What follows belongs to an exercise in optimizing a design on an open flow for small area; a production flow would make more cautious choices.
Only simulation tests tie the RTL to the original design; equivalence was not proved.

==> config.mk <==
export PLATFORM = sky130hd
export DESIGN_NAME = div_top
export DESIGN_NICKNAME = div_top
export VERILOG_FILES = /design/flow/design.v
export SDC_FILE = /design/flow/constraint.sdc
export NUM_CORES = 4
export LEC_CHECK = 0
export ABC_AREA = 1
export CAP_MARGIN = 20
export CORE_MARGIN = 2
export CORE_UTILIZATION = 60
export GPL_TIMING_DRIVEN = 0
export SLEW_MARGIN = 20
==> constraint.sdc <==
create_clock -name core_clock -period 16.0 [get_ports {i_clk}]
set_input_delay 3.2000 -clock core_clock [delete_from_list [all_inputs] [get_ports {i_clk}]]
set_output_delay 3.2000 -clock core_clock [all_outputs]
set_load 0.01 [all_outputs]
==> design.v <==
`timescale 1ns/100ps
package div_pkg;
endpackage
`timescale 1ns/100ps
`default_nettype none
module div_top (
    input  wire        i_clk,
    input  wire        i_rst,
    input  wire        en,
    input  wire [15:0] a,
    input  wire [15:0] b,
    output logic       done,
    output logic [15:0] result
);
    function automatic logic [26:0] add27(input logic [26:0] p, input logic [26:0] q, input logic ci);
        logic c;
        logic cz;
        logic pre;
        logic [26:0] h;
        c = ci;
        for (int j = 0; j < 7; j++) begin
            add27[j] = p[j] ^ q[j] ^ c;
            c = (p[j] & q[j]) | (c & (p[j] ^ q[j]));
        end
        cz = 1'b0;
        for (int j = 7; j < 14; j++) begin
            h[j] = p[j] ^ q[j] ^ cz;
            cz = (p[j] & q[j]) | (cz & (p[j] ^ q[j]));
        end
        pre = 1'b1;
        for (int j = 7; j < 14; j++) begin
            add27[j] = h[j] ^ (c & pre);
            pre = pre & h[j];
        end
        c = cz | (c & pre);
        cz = 1'b0;
        for (int j = 14; j < 21; j++) begin
            h[j] = p[j] ^ q[j] ^ cz;
            cz = (p[j] & q[j]) | (cz & (p[j] ^ q[j]));
        end
        pre = 1'b1;
        for (int j = 14; j < 21; j++) begin
            add27[j] = h[j] ^ (c & pre);
            pre = pre & h[j];
        end
        c = cz | (c & pre);
        cz = 1'b0;
        for (int j = 21; j < 27; j++) begin
            h[j] = p[j] ^ q[j] ^ cz;
            cz = (p[j] & q[j]) | (cz & (p[j] ^ q[j]));
        end
        pre = 1'b1;
        for (int j = 21; j < 27; j++) begin
            add27[j] = h[j] ^ (c & pre);
            pre = pre & h[j];
        end
        c = cz | (c & pre);
    endfunction
    function automatic logic [53:0] csa27(input logic [26:0] p, input logic [26:0] q, input logic [26:0] r, input logic ci);
        logic [26:0] s;
        logic [26:0] c;
        s = p ^ q ^ r;
        c = {((p[25:0] & q[25:0]) | (p[25:0] & r[25:0]) | (q[25:0] & r[25:0])), ci};
        csa27 = {c, s};
    endfunction
    logic [1:0]  phase;
    logic [26:0] x;
    logic [3:0]  fq;
    logic        bq;
    always_ff @(posedge i_clk or posedge i_rst) begin
        if (i_rst) phase <= 2'd0;
        else if (en) phase <= phase + 2'd1;
    end
    assign done = (phase == 2'd3);
    wire load = (phase == 2'd0);
    logic [3:0] lead;
    always_comb begin
        lead = 4'd14;
        for (int i = 0; i < 16; i++) if (b[i]) lead = 4'(i);
    end
    wire [3:0]  nsh = ~lead;
    wire [26:0] nrm = {{4{a[15]}}, a, 7'b0} << nsh;
    wire [15:0] bn  = b << nsh;
    wire [3:0]  cidx = bn[14:11];
    wire crs = (phase == 2'd1);
    wire [3:0] cq = x[3:0];
    wire [26:0] src = load ? {4'b0, 1'b1, bn[14:0], 7'b0} : {x[26:4], (crs ? 4'b0 : x[3:0])};
    wire signed [26:0] srcs = src;
    wire [5:0] key = phase[1] ? {1'b1, bq, fq} : {2'b00, (load ? cidx : cq)};
    logic [9:0] s0_sel;
    logic s0_neg;
    logic [8:0] s1_sel;
    logic s1_neg;
    logic [7:0] s2_sel;
    logic s2_neg;
    logic [8:0] s3_sel;
    logic s3_neg;
    always_comb begin
        s0_sel = '0; s0_neg = 1'b0;
        s1_sel = '0; s1_neg = 1'b0;
        s2_sel = '0; s2_neg = 1'b0;
        s3_sel = '0; s3_neg = 1'b0;
        case (key)
            6'd1: begin s0_sel[3] = 1'b1; s0_neg = 1'b1; s1_sel[4] = 1'b1; s1_neg = 1'b1; s2_sel[0] = 1'b1; s2_neg = 1'b1; end
            6'd2: begin s0_sel[7] = 1'b1; s0_neg = 1'b1; s1_sel[4] = 1'b1; s1_neg = 1'b1; s3_sel[0] = 1'b1; s3_neg = 1'b1; end
            6'd3: begin s0_sel[1] = 1'b1; s0_neg = 1'b1; s2_sel[2] = 1'b1; s3_sel[2] = 1'b1; end
            6'd4: begin s0_sel[1] = 1'b1; s0_neg = 1'b1; s1_sel[2] = 1'b1; end
            6'd5: begin s0_sel[1] = 1'b1; s0_neg = 1'b1; s1_sel[4] = 1'b1; s1_neg = 1'b1; s2_sel[3] = 1'b1; end
            6'd6: begin s0_sel[1] = 1'b1; s0_neg = 1'b1; s1_sel[1] = 1'b1; s1_neg = 1'b1; s2_sel[1] = 1'b1; s2_neg = 1'b1; end
            6'd7: begin s1_sel[0] = 1'b1; s1_neg = 1'b1; s2_sel[1] = 1'b1; s2_neg = 1'b1; s3_sel[1] = 1'b1; s3_neg = 1'b1; end
            6'd8: begin s0_sel[1] = 1'b1; s0_neg = 1'b1; s1_sel[1] = 1'b1; s1_neg = 1'b1; s3_sel[1] = 1'b1; s3_neg = 1'b1; end
            6'd9: begin s0_sel[1] = 1'b1; s0_neg = 1'b1; s2_sel[3] = 1'b1; s3_sel[0] = 1'b1; s3_neg = 1'b1; end
            6'd10: begin s0_sel[5] = 1'b1; s0_neg = 1'b1; s1_sel[0] = 1'b1; s1_neg = 1'b1; s3_sel[0] = 1'b1; s3_neg = 1'b1; end
            6'd11: begin s0_sel[0] = 1'b1; s0_neg = 1'b1; s1_sel[3] = 1'b1; s3_sel[2] = 1'b1; end
            6'd12: begin s0_sel[0] = 1'b1; s0_neg = 1'b1; s3_sel[2] = 1'b1; end
            6'd13: begin s0_sel[0] = 1'b1; s0_neg = 1'b1; s1_sel[2] = 1'b1; s2_sel[2] = 1'b1; end
            6'd14: begin s0_sel[0] = 1'b1; s0_neg = 1'b1; s1_sel[3] = 1'b1; s2_sel[2] = 1'b1; end
            6'd15: begin s0_sel[0] = 1'b1; s0_neg = 1'b1; s2_sel[2] = 1'b1; end
            6'd33: begin s2_sel[1] = 1'b1; s2_neg = 1'b1; end
            6'd34: begin s0_sel[9] = 1'b1; s2_sel[0] = 1'b1; s2_neg = 1'b1; end
            6'd35: begin s0_sel[5] = 1'b1; s0_neg = 1'b1; s1_sel[4] = 1'b1; s1_neg = 1'b1; s2_sel[6] = 1'b1; end
            6'd36: begin s0_sel[8] = 1'b1; s1_sel[1] = 1'b1; s1_neg = 1'b1; end
            6'd37: begin s0_sel[7] = 1'b1; s0_neg = 1'b1; s1_sel[6] = 1'b1; s1_neg = 1'b1; s2_sel[5] = 1'b1; s2_neg = 1'b1; s3_sel[3] = 1'b1; s3_neg = 1'b1; end
            6'd38: begin s0_sel[5] = 1'b1; s0_neg = 1'b1; s1_sel[1] = 1'b1; s1_neg = 1'b1; s2_sel[3] = 1'b1; s3_sel[8] = 1'b1; end
            6'd39: begin s0_sel[5] = 1'b1; s0_neg = 1'b1; s1_sel[6] = 1'b1; s1_neg = 1'b1; s2_sel[4] = 1'b1; s2_neg = 1'b1; s3_sel[3] = 1'b1; s3_neg = 1'b1; end
            6'd40: begin s0_sel[3] = 1'b1; s0_neg = 1'b1; s1_sel[7] = 1'b1; s2_sel[7] = 1'b1; s2_neg = 1'b1; end
            6'd41: begin s0_sel[3] = 1'b1; s0_neg = 1'b1; s1_sel[8] = 1'b1; s1_neg = 1'b1; s2_sel[4] = 1'b1; s2_neg = 1'b1; s3_sel[6] = 1'b1; s3_neg = 1'b1; end
            6'd42: begin s0_sel[3] = 1'b1; s0_neg = 1'b1; s1_sel[4] = 1'b1; s1_neg = 1'b1; s2_sel[7] = 1'b1; s2_neg = 1'b1; s3_sel[5] = 1'b1; s3_neg = 1'b1; end
            6'd43: begin s0_sel[5] = 1'b1; s0_neg = 1'b1; s2_sel[4] = 1'b1; s2_neg = 1'b1; s3_sel[1] = 1'b1; s3_neg = 1'b1; end
            6'd44: begin s0_sel[9] = 1'b1; s1_sel[4] = 1'b1; s1_neg = 1'b1; s2_sel[0] = 1'b1; s2_neg = 1'b1; s3_sel[1] = 1'b1; s3_neg = 1'b1; end
            6'd45: begin s0_sel[8] = 1'b1; s1_sel[1] = 1'b1; s1_neg = 1'b1; s2_sel[6] = 1'b1; s3_sel[1] = 1'b1; s3_neg = 1'b1; end
            6'd46: begin s0_sel[3] = 1'b1; s0_neg = 1'b1; s1_sel[6] = 1'b1; s1_neg = 1'b1; s2_sel[4] = 1'b1; s2_neg = 1'b1; s3_sel[3] = 1'b1; s3_neg = 1'b1; end
            6'd47: begin s0_sel[6] = 1'b1; s1_sel[7] = 1'b1; s2_sel[6] = 1'b1; s3_sel[0] = 1'b1; s3_neg = 1'b1; end
            6'd49: begin s2_sel[2] = 1'b1; end
            6'd50: begin s0_sel[9] = 1'b1; s1_sel[3] = 1'b1; end
            6'd51: begin s0_sel[6] = 1'b1; s1_sel[5] = 1'b1; s2_sel[6] = 1'b1; end
            6'd52: begin s0_sel[8] = 1'b1; s1_sel[2] = 1'b1; end
            6'd53: begin s0_sel[8] = 1'b1; s1_sel[5] = 1'b1; s2_sel[6] = 1'b1; s3_sel[4] = 1'b1; end
            6'd54: begin s0_sel[6] = 1'b1; s1_sel[2] = 1'b1; s2_sel[3] = 1'b1; s3_sel[7] = 1'b1; end
            6'd55: begin s0_sel[4] = 1'b1; s1_sel[6] = 1'b1; s1_neg = 1'b1; s2_sel[5] = 1'b1; s2_neg = 1'b1; s3_sel[6] = 1'b1; s3_neg = 1'b1; end
            6'd56: begin s0_sel[4] = 1'b1; s1_sel[7] = 1'b1; s3_sel[7] = 1'b1; end
            6'd57: begin s0_sel[4] = 1'b1; s1_sel[3] = 1'b1; s2_sel[5] = 1'b1; s2_neg = 1'b1; s3_sel[5] = 1'b1; s3_neg = 1'b1; end
            6'd58: begin s0_sel[4] = 1'b1; s1_sel[4] = 1'b1; s1_neg = 1'b1; s2_sel[4] = 1'b1; s2_neg = 1'b1; s3_sel[4] = 1'b1; end
            6'd59: begin s0_sel[4] = 1'b1; s1_sel[2] = 1'b1; s3_sel[7] = 1'b1; end
            6'd60: begin s0_sel[4] = 1'b1; s1_sel[5] = 1'b1; s2_sel[3] = 1'b1; s3_sel[4] = 1'b1; end
            6'd61: begin s0_sel[2] = 1'b1; s1_sel[6] = 1'b1; s1_neg = 1'b1; s2_sel[1] = 1'b1; s2_neg = 1'b1; s3_sel[6] = 1'b1; s3_neg = 1'b1; end
            6'd62: begin s0_sel[2] = 1'b1; s1_sel[8] = 1'b1; s1_neg = 1'b1; s2_sel[7] = 1'b1; s2_neg = 1'b1; end
            6'd63: begin s0_sel[2] = 1'b1; s1_sel[5] = 1'b1; end
            default: ;
        endcase
    end
    logic [26:0] t0;
    always_comb begin
        t0 = '0;
        if (s0_sel[0]) t0 = t0 | ~(27'(srcs >>> 1));
        if (s0_sel[1]) t0 = t0 | ~(27'(srcs >>> 2));
        if (s0_sel[2]) t0 = t0 | (27'(srcs >>> 3));
        if (s0_sel[3]) t0 = t0 | ~(27'(srcs >>> 4));
        if (s0_sel[4]) t0 = t0 | (27'(srcs >>> 4));
        if (s0_sel[5]) t0 = t0 | ~(27'(srcs >>> 6));
        if (s0_sel[6]) t0 = t0 | (27'(srcs >>> 6));
        if (s0_sel[7]) t0 = t0 | ~(27'(srcs >>> 9));
        if (s0_sel[8]) t0 = t0 | (27'(srcs >>> 10));
        if (s0_sel[9]) t0 = t0 | (27'(srcs >>> 12));
    end
    logic [26:0] t1;
    always_comb begin
        t1 = '0;
        if (s1_sel[0]) t1 = t1 | ~(27'(srcs >>> 2));
        if (s1_sel[1]) t1 = t1 | ~(27'(srcs >>> 5));
        if (s1_sel[2]) t1 = t1 | (27'(srcs >>> 5));
        if (s1_sel[3]) t1 = t1 | (27'(srcs >>> 6));
        if (s1_sel[4]) t1 = t1 | ~(27'(srcs >>> 7));
        if (s1_sel[5]) t1 = t1 | (27'(srcs >>> 7));
        if (s1_sel[6]) t1 = t1 | ~(27'(srcs >>> 8));
        if (s1_sel[7]) t1 = t1 | (27'(srcs >>> 8));
        if (s1_sel[8]) t1 = t1 | ~(27'(srcs >>> 9));
    end
    logic [26:0] t2;
    always_comb begin
        t2 = '0;
        if (s2_sel[0]) t2 = t2 | ~(27'(srcs >>> 6));
        if (s2_sel[1]) t2 = t2 | ~(27'(srcs >>> 7));
        if (s2_sel[2]) t2 = t2 | (27'(srcs >>> 7));
        if (s2_sel[3]) t2 = t2 | (27'(srcs >>> 9));
        if (s2_sel[4]) t2 = t2 | ~(27'(srcs >>> 10));
        if (s2_sel[5]) t2 = t2 | ~(27'(srcs >>> 11));
        if (s2_sel[6]) t2 = t2 | (27'(srcs >>> 11));
        if (s2_sel[7]) t2 = t2 | ~(27'(srcs >>> 12));
    end
    logic [26:0] t3;
    always_comb begin
        t3 = '0;
        if (s3_sel[0]) t3 = t3 | ~(27'(srcs >>> 3));
        if (s3_sel[1]) t3 = t3 | ~(27'(srcs >>> 4));
        if (s3_sel[2]) t3 = t3 | (27'(srcs >>> 4));
        if (s3_sel[3]) t3 = t3 | ~(27'(srcs >>> 5));
        if (s3_sel[4]) t3 = t3 | (27'(srcs >>> 5));
        if (s3_sel[5]) t3 = t3 | ~(27'(srcs >>> 9));
        if (s3_sel[6]) t3 = t3 | ~(27'(srcs >>> 12));
        if (s3_sel[7]) t3 = t3 | (27'(srcs >>> 12));
        if (s3_sel[8]) t3 = t3 | (27'(srcs >>> 13));
    end
    wire [53:0] c1 = csa27(src, t0, t1, s0_neg);
    wire [53:0] c2 = csa27(c1[26:0], c1[53:27], t2, s1_neg);
    wire [53:0] c3 = csa27(c2[26:0], c2[53:27], t3, s2_neg);
    wire [26:0] y  = add27(c3[26:0], c3[53:27], s3_neg);
    wire       dbl  = ~y[22];
    wire [4:0] dhi  = dbl ? ~y[18:14] : y[18:14];
    wire       dinc = dbl & (y[13:0] == 14'd0);
    wire [4:0] drn  = dhi + 5'(dinc) + 5'd1;
    wire [3:0] fidx = drn[4:1];
    always_ff @(posedge i_clk) begin
        if (en) begin
            case (phase)
                2'd0: begin
                    x  <= {nrm[26:4], cidx};
                    fq <= fidx;
                    bq <= dbl;
                end
                2'd1, 2'd2: x <= y;
                default: ;
            endcase
        end
    end
    assign result = x[23:8];
endmodule
`default_nettype wire
==> flow/run.sh <==
#!/bin/bash
# The standard layout with two changes that only affect buffering:
#  - port buffers are the smallest buffer cell,
#  - the buffers abc adds for fanout are removed at floorplan; repair_design
#    puts back what slew and capacitance need.
set -euo pipefail
export BUFFER_PORTS_ARGS="-buffer_cell sky130_fd_sc_hd__buf_1"
export REMOVE_ABC_BUFFERS=1
bash standard.sh > standard_flow.log 2>&1
==> standard.sh <==
#!/bin/bash
# synth_recipe.tcl (not shown) runs the flow's synth.tcl, then flattens the netlist and writes it again
# the make line also repeats each setting of config.mk as NAME=value (left out here)
make -C /OpenROAD-flow-scripts/flow DESIGN_CONFIG=/design/flow/config.mk WORK_HOME=/design/flow/orfs CLKGATE_MAP_FILE= SYNTH_SCRIPT=/design/flow/synth_recipe.tcl "${@:-finish}"
==> summary.txt, run 1 <==
Floorplan
  – Ports: 52
  – Die Span X: approximately 140 µm
  – Core area: about 0.019 mm²
  – # rows: 50
  – DIE AREA: 0.0201 mm²
  – Die span in y: around 140 µm
  – Initial Util: 0.611

Finish
  – Cell area after layout: roughly 0.012 mm²
  – NumNets Final: approximately 1800
  – Fin util: 0.630
  – Reg area: around 0.0010 mm²
  – Multi-input gate area in the final layout: about 0.009 mm²
  – Area grow syn2layout: 3.04%
  – Antenna diodes: 0
  – Filler Cell Count: 1783
  – Non-filler cells in the finished layout: about 1900
  – Share of cells above drive strength 1: 0.0890

Yosys
  – XOR/XNOR share of the synthesized area: 0.00999
  – Mapped Cells: ~1700
  – Synth warn: 1
  – Area contributors post-synth: fa_1 18%, nand2_1 12%, edfxtp_1 8.4%
  – Mux cell area share after synthesis: 0.00527
  – Yosys top cell by area: fa_1
  – Post-Synth Adder-Cell Area: 0.194
  – Post-synth ARST share: 0.0588
  – Synth Area in Compound Gates: 0.307
  – Distinct cells, synth: 57
  – Simple-gate portion of the synthesized area: 0.253
  – Area share of the largest cell type after synthesis: 0.177
  – Most used DFF post-synth: edfxtp_1
  – Largest family of logic cells by synthesized area: compound AO/OA/AOI/OAI gates
  – Synth Cell Area: approximately 0.011 mm²
  – Synth Register Bits: 34
  – Seq/Total Area, Yosys: 0.0887
  – Avg Inst Size Synth: between 6 and 7 µm²
  – Post-synth EDFFs: 32

Clock tree
  – CTS sink count: 34
  – Clk buf depth: 2
  – Clock root cell: clkbuf_16
  – CTS buffer count: 5
  – TritonCTS clock tree: built
  – Clock latency (worst-skew pair): around 0.29 ns
  – H-tree levels: 2
  – CTS clk-pin slew, worst paths: roughly 0.05 ns

Outcome
  – Status: no timing/DRC/antenna violations

Placed design
  – DP Area: roughly 0.011 mm²
  – Placer congestion estimate: 1.06
  – HPWL Detailed: between 30 and 40 mm
  – Inst Count DP: 1859
  – Port Buffers: about 50

Global route
  – All-Layer GR Usage: 0.445
  – Largest net degree at the start of global routing: 37
  – Vias in the first global route: around 12000
  – Initial antenna violation count: 1
  – Total grt overflow: 0
  – First-pass GRT wire length: approximately 69 mm

Timing
  – Least-Margin Pin Slew: around 1.2 ns
  – RSZ-0062 raised after global routing: false
  – Slew headroom: 0.231
  – Min Hold Slack: about 0.54 ns
  – Crit path time final: around 15 ns
  – Clock Skews: approximately 0.0074 ns
  – Max Freq: about 66 MHz
  – Final Hold Viols: 0
  – Fin crit share: 0.942
  – Slew Limit Fails: 0
  – Endpoints failing setup: 0

Critical path
  – CP max-delay cell: a2111oi_0
  – Critical R2R Capture: fq[3]$_DFFE_PP_
  – Reg2Reg Setup Slack: between 1.5 and 2 ns
  – R2R Path Start: phase[1]$_DFFE_PP0P_
  – WP data arrival: around 15 ns
  – Worst Reg-to-Reg Cells: 55
  – Highest net fanout along the worst path: 27
  – Worst Setup Path Type: input port to flip-flop
  – CP Data Required Time: between 15 and 20 ns
  – Crit. End Element: flip-flop
  – Top Family by Delay on Critical Path: adder cells
  – CP peak stage delay: roughly 0.73 ns
  – Critical path buffers and inverters: 13
  – CP most frequent cell: fa_1
  – CP startpoint kind: input port

Run
  – Max-capacitance violation count: 0

Route
  – Residual DRC: 0
  – Wire per inst: ~24 µm
  – DRT iter0 DRCs: roughly 2500
  – Via count: around 14000
  – DRT Pass-1 Iters: 9
  – Routed Antenna Nets: 0
  – Routed vias/inst: around 7.3
  – Final Routed Wirelength: about 46 mm

Min path
  – Hold WC Path Type: flip-flop to flip-flop
  – Hold Path Sink: phase[0]$_DFFE_PP0P_
  – Critical hold path startpoint: phase[0]$_DFFE_PP0P_
  – Hold Crit Depth: 1
-- worst reg2reg max path, delay by kind of cell, from the launching register on --
kind / cells / cell delay (ns)
compound gates: 6 / 1.78
xor+xnor: 1 / 0.22
fa+ha+maj: 13 / 5.06
buf+inv: 16 / 3.58
flops: 1 / 0.77
simple gates: 19 / 2.41
-- cells in the mapped netlist, drive strengths merged, types with 2 or more instances --
cell type and n:
a31oi 4, a221oi 30, nand3 146, buf 65, fa 101, o2111ai 51
o21ai 95, nor4 6, xor2 9, edfxtp 32, a22oi 3, and3 2
mux2i 6, ha 15, or2 5, clkbuf 82, xnor2 4, o211ai 10
nand4 11, inv 213, nor2 75, o22ai 132, and2 2, o221ai 56
clkinv 24, a21oi 88, a2111oi 17, nor3 10, o21a 3, dfrtp 2
nand2 392, a211oi 18
-- stage by stage --
stage               TNS (ns)  setup WS, ns
floorplan                  0          1.11
global placement      -11.71         -1.70
detailed placement     -6.43         -1.33
CTS                        0       0.00248
global route               0        0.0538
finish                     0         0.926
-- how the worst max path moves through the flow --
stage	start	end	slack [ns]	cells after the start
2_1_floorplan	b[6]	fq[3]$_DFFE_PP_	1.11	63
3_3_place_gp	b[6]	fq[3]$_DFFE_PP_	-1.70	64
3_5_place_dp	b[15]	fq[3]$_DFFE_PP_	-1.33	66
4_1_cts	b[7]	fq[3]$_DFFE_PP_	0.002	64
5_1_grt	b[2]	fq[3]$_DFFE_PP_	0.05	77
6_report	b[15]	fq[3]$_DFFE_PP_	0.93	54
-- layout by cell type, fill, tap and decap left out, drive strengths merged, types with 10 or more instances in the layout --
cell type / instances
o22ai: 132
a221oi: 30
o221ai: 56
nand3: 146
fa: 101
buf: 72
nand4: 11
clkinv: 22
nor3: 10
ha: 15
o2111ai: 51
o21ai: 95
inv: 211
o211ai: 10
nand2: 392
edfxtp: 32
nor2: 75
a2111oi: 17
a21oi: 90
a211oi: 18
-- sequential cells by signal (all words and copies together) (netlist names) --
name and flops:
phase 2, fq 4, x 27, bq 1
-- area by class of cell --
| class | instances | share of cell area |
|---|---|---|
| multi-input combinational | 1300 | 0.766 |
| sequential | 34 | 0.0861 |
| inverter | 237 | 0.0781 |
| timing repair buffer | 72 | 0.0328 |
| tap | 234 | 0.0249 |
| clock buffer | 5 | 0.0107 |
| clock inverter | 3 | 0.00138 |
-- cells by family after synthesis --
logic type,after synthesis
and+or+nand+nor,649
xor gates and xnor gates,13
DFF,34
muxes,6
AOI/OAI and AO/OA,514
adders and majority gates,116
buffers and inverters,384
-- metal layers --
metal / up-vias / wire length [µm] / share of wire / track usage
li1: 5938 / - / - / -
met1: 6245 / 16100 / 0.35 / 0.587
met2: 1239 / 19200 / 0.42 / 0.657
met3: 319 / 7020 / 0.15 / 0.146
met4: 0 / 3270 / 0.072 / 0.222
met5: - / 0 / 0 / 0
-- timing repair --
item / in CTS / in global routing
setup endpoints to repair: 8 / 11
gates cloned: 1 / 1
buffers inserted: 0 / 15
resized for setup: 3 / 29
pin swaps: 0 / 4
hold endpoints to repair: 0 / 0
hold buffers: 0 / 0
==> run 2: changes to the inputs <==
--- a/config.mk
+++ b/config.mk
@@ -9,5 +9,6 @@
 export CAP_MARGIN = 20
 export CORE_MARGIN = 2
-export CORE_UTILIZATION = 60
+export CORE_UTILIZATION = 50
+export CTS_BUF_LIST = sky130_fd_sc_hd__clkbuf_4 sky130_fd_sc_hd__clkbuf_8
 export GPL_TIMING_DRIVEN = 0
 export SLEW_MARGIN = 20
==> run 2 against run 1 <==
Net effect:
- sequential share of layout area decreased by 0.058 points
- setup slack got worse by 0.11 ns
- critical endpoint unchanged
- flip-flop and latch count unchanged
- die area increased by 19%
- clock-buffer cell count increased by 1
- fmax decreased by 0.75%
- routed wire length increased by 3.9%
- via count decreased by 1.9%
- area after synthesis unchanged
- design area increased by 0.68%
- utilization decreased by 10 points
==> summary.txt, run 2 <==
Timing
  – Worst setup margin: ~0.81 ns
  – Clock Skews: about 0.016 ns
  – Final Hold Viols: 0
  – Setup TNS: 0 ns
  – Least-Margin Pin Slew: around 1.1 ns
  – Max Freq: roughly 66 MHz
  – Slew headroom: 0.236
  – Endpoints failing setup: 0
  – Slew Limit Fails: 0
  – Fin crit share: 0.949
  – Crit path time final: about 15 ns
  – Min Hold Slack: 0.538 ns

Route
  – DRT iter0 DRCs: approximately 1900
  – Via count: 13500
  – DRT Pass-1 Iters: 6
  – Wire per inst: ~24 µm
  – Routed vias/inst: 6.96
  – Routed Antenna Nets: 0
  – Final Routed Wirelength: about 47 mm
  – Residual DRC: 0

Yosys
  – Area share of the largest cell type after synthesis: 0.177
  – Distinct cells, synth: 57
  – Synth Cell Area: about 0.011 mm²
  – Synth Register Bits: 34
  – Yosys top cell by area: fa_1
  – Post-synth EDFFs: 32
  – Area contributors post-synth: fa_1 18%, nand2_1 12%, edfxtp_1 8.4%
  – Synth warn: 1
  – Cell with the most instances after synthesis: nand2_1
  – Mapped Cells: ~1700
  – Seq/Total Area, Yosys: 0.0887
  – Most used DFF post-synth: edfxtp_1
  – Avg Inst Size Synth: 6.64 µm²
  – Post-synth ARST share: 0.0588
  – Synth cell count leaders: 363 x nand2_1, 195 x inv_1, 138 x nand3_1

Critical path
  – CP peak stage delay: 1.01 ns
  – WP data arrival: approximately 15 ns
  – Worst Setup Path Type: input port to flip-flop
  – CP max-delay cell: clkinv_1
  – CP Data Required Time: around 16 ns
  – Crit. End Element: flip-flop
  – CP most frequent cell: nand2_1
  – CP startpoint kind: input port
  – Highest net fanout along the worst path: 36

Finish
  – Largest regs: x: 27 flops, fq: 4 flops, phase: 2 flops
  – Antenna diodes: 0
  – Area grow syn2layout: 3.74%
  – Largest Register: x
  – Leading cell type in the layout, fill and taps excluded: nand2_1
  – Fin util: 0.525
  – NumNets Final: between 1500 and 2000
  – Share of cells above drive strength 1: 0.0895
  – Commonest non-fill, non-tap cells in the layout: 359 x nand2_1, 192 x inv_1, 135 x nand3_1, 127 x o22ai_1, 101 x fa_1
  – Max FFs per register: 27

Placed design
  – Place WS: -1.50 ns
  – Port Buffers: ~50
  – HPWL Detailed: approximately 35 mm
  – Placer congestion estimate: 0.986

Floorplan
  – Ports: 52
  – DIE AREA: roughly 0.024 mm²
  – Die span in y: 155 µm
  – # rows: 55
  – Initial Util: 0.507
  – Core area: between 0.02 and 0.025 mm²
  – Die Span X: roughly 150 µm

Clock tree
  – H-tree levels: 2
  – Clk buf depth: 2
  – Hold Buf Count CTS: 0
  – CTS sink count: 34
  – CTS buffer count: 5
  – Clock root cell: clkbuf_8
  – Clock latency (worst-skew pair): just over 0.3 ns
  – CTS clk-pin slew, worst paths: roughly 0.080 ns
  – TritonCTS clock tree: built

Min path
  – Hold WC Path Type: flip-flop to flip-flop

Global route
  – All-Layer GR Usage: 0.388
  – Initial antenna violation count: 0
  – Total grt overflow: 0
  – Vias in the first global route: approximately 12000
  – First-pass GRT wire length: 72.6 mm
  – Largest net degree at the start of global routing: 37

Outcome
  – Status: no timing/DRC/antenna violations

Run
  – Max-capacitance violation count: 0
## run 2: changes by cell type in the layout (fill, tap and decap cells not counted), sizes merged
cell      change
buf           +2
inv           +1
clkinv        +2
clkbuf        +1
clkinvlp      -4
## run 2: timing repair
item / in CTS / in global routing
cloned: 2 / 0
pin swaps: 1 / 5
resized for setup: 8 / 23
setup buffers: 0 / 11
endpoints found under the setup margin: 11 / 6
## run 2: routing by layer
metal  global-route usage  up-vias  wire length (µm)
met4                0.155        0              2360
met3               0.0610      195              5040
li1                     -     5937                 -
met1                0.556     6385             19500
met2                0.584      963             20400
met5                    0        -                 0
## run 2: cell type report
| cell class | instances | area [µm²] |
|---|---|---|
| inverter | 237 | 910 |
| tap | 285 | 357 |
| clock buffer | 6 | 76.3 |
| sequential | 34 | 1010 |
| multi-input combinational | 1300 | 8990 |
| fill | 2368 | 10700 |
| clock inverter | 2 | 8.76 |
| timing repair buffer | 74 | 470 |
## run 2: worst max-delay path, delay by kind of cell
| family | cells | cell delay, ns |
|---|---|---|
| buf+inv | 16 | 2.21 |
| xor+xnor | 1 | 0.30 |
| simple gates | 32 | 3.23 |
| compound gates | 7 | 2.08 |
| fa+ha+maj | 12 | 4.23 |
## run 2: path summary, 6_finish.rpt
path / cells after the start / to / from / slack, ns
min: 1 / phase[0]$_DFFE_PP0P_ / phase[0]$_DFFE_PP0P_ / 0.54
max in group asynchronous: 2 / phase[1]$_DFFE_PP0P_ / i_rst / 13.20
min reg2reg: 1 / phase[0]$_DFFE_PP0P_ / phase[0]$_DFFE_PP0P_ / 0.54
min in group asynchronous: 2 / phase[0]$_DFFE_PP0P_ / i_rst / 2.69
max reg2reg: 55 / fq[3]$_DFFE_PP_ / phase[1]$_DFFE_PP0P_ / 1.49
max: 68 / fq[3]$_DFFE_PP_ / b[3] / 0.81
## run 2: metrics by stage
step / cells / instance area, µm²
global placement: 1905 / 11200
detailed placement: 1917 / 11500
global route: 1938 / 11800
floorplan: 1569 / 10700
finish: 1938 / 11800
CTS: 1927 / 11700
## run 2: kinds of logic (layout without fill, tap and decap cells)
| logic type | Yosys count | count (layout) | synth area share |
|---|---|---|---|
| adders and majority gates | 116 | 116 | 0.194 |
| buffers and inverters | 384 | 319 | 0.141 |
| muxes | 6 | 6 | 0.00527 |
| DFF | 34 | 34 | 0.0887 |
| and+or+nand+nor | 649 | 649 | 0.253 |
| xor gates and xnor gates | 13 | 13 | 0.00999 |
| AOI/OAI and AO/OA | 514 | 516 | 0.307 |

-- what the ideal ports hide --
How much do the figures lean on ideal ports? The routed layouts below were timed once more, with nothing changed but the port constraints.
Step 1 sets driving cells, clkbuf_16 on the clock port and buf_2 on the other inputs (assumed; they add their load-dependent delay and slew).
Step 2 moves the port delays by t, midway between the first and last clock arrival at a register: inputs arrive t later, outputs are due t later. That takes back most of the time a late clock gives input paths.
Slacks: ideal / step 1 / step 2; pairs: ideal / step 1.
run	t (ns)	slack for setup (ns)	clock arrival spread, ns	slew at the worst register clock pin (ns)
run 1	0.318	0.926 / 0.941 / 0.623	0.007 / 0.008	0.06 / 0.06
run 2	0.334	0.813 / 0.823 / 0.489	0.016 / 0.017	0.08 / 0.08
After both steps setup and hold are still met in every run listed. For run 2, which loses most, drivers alone change the setup slack by +0.010 ns; drivers and shift together by -0.324 ns.
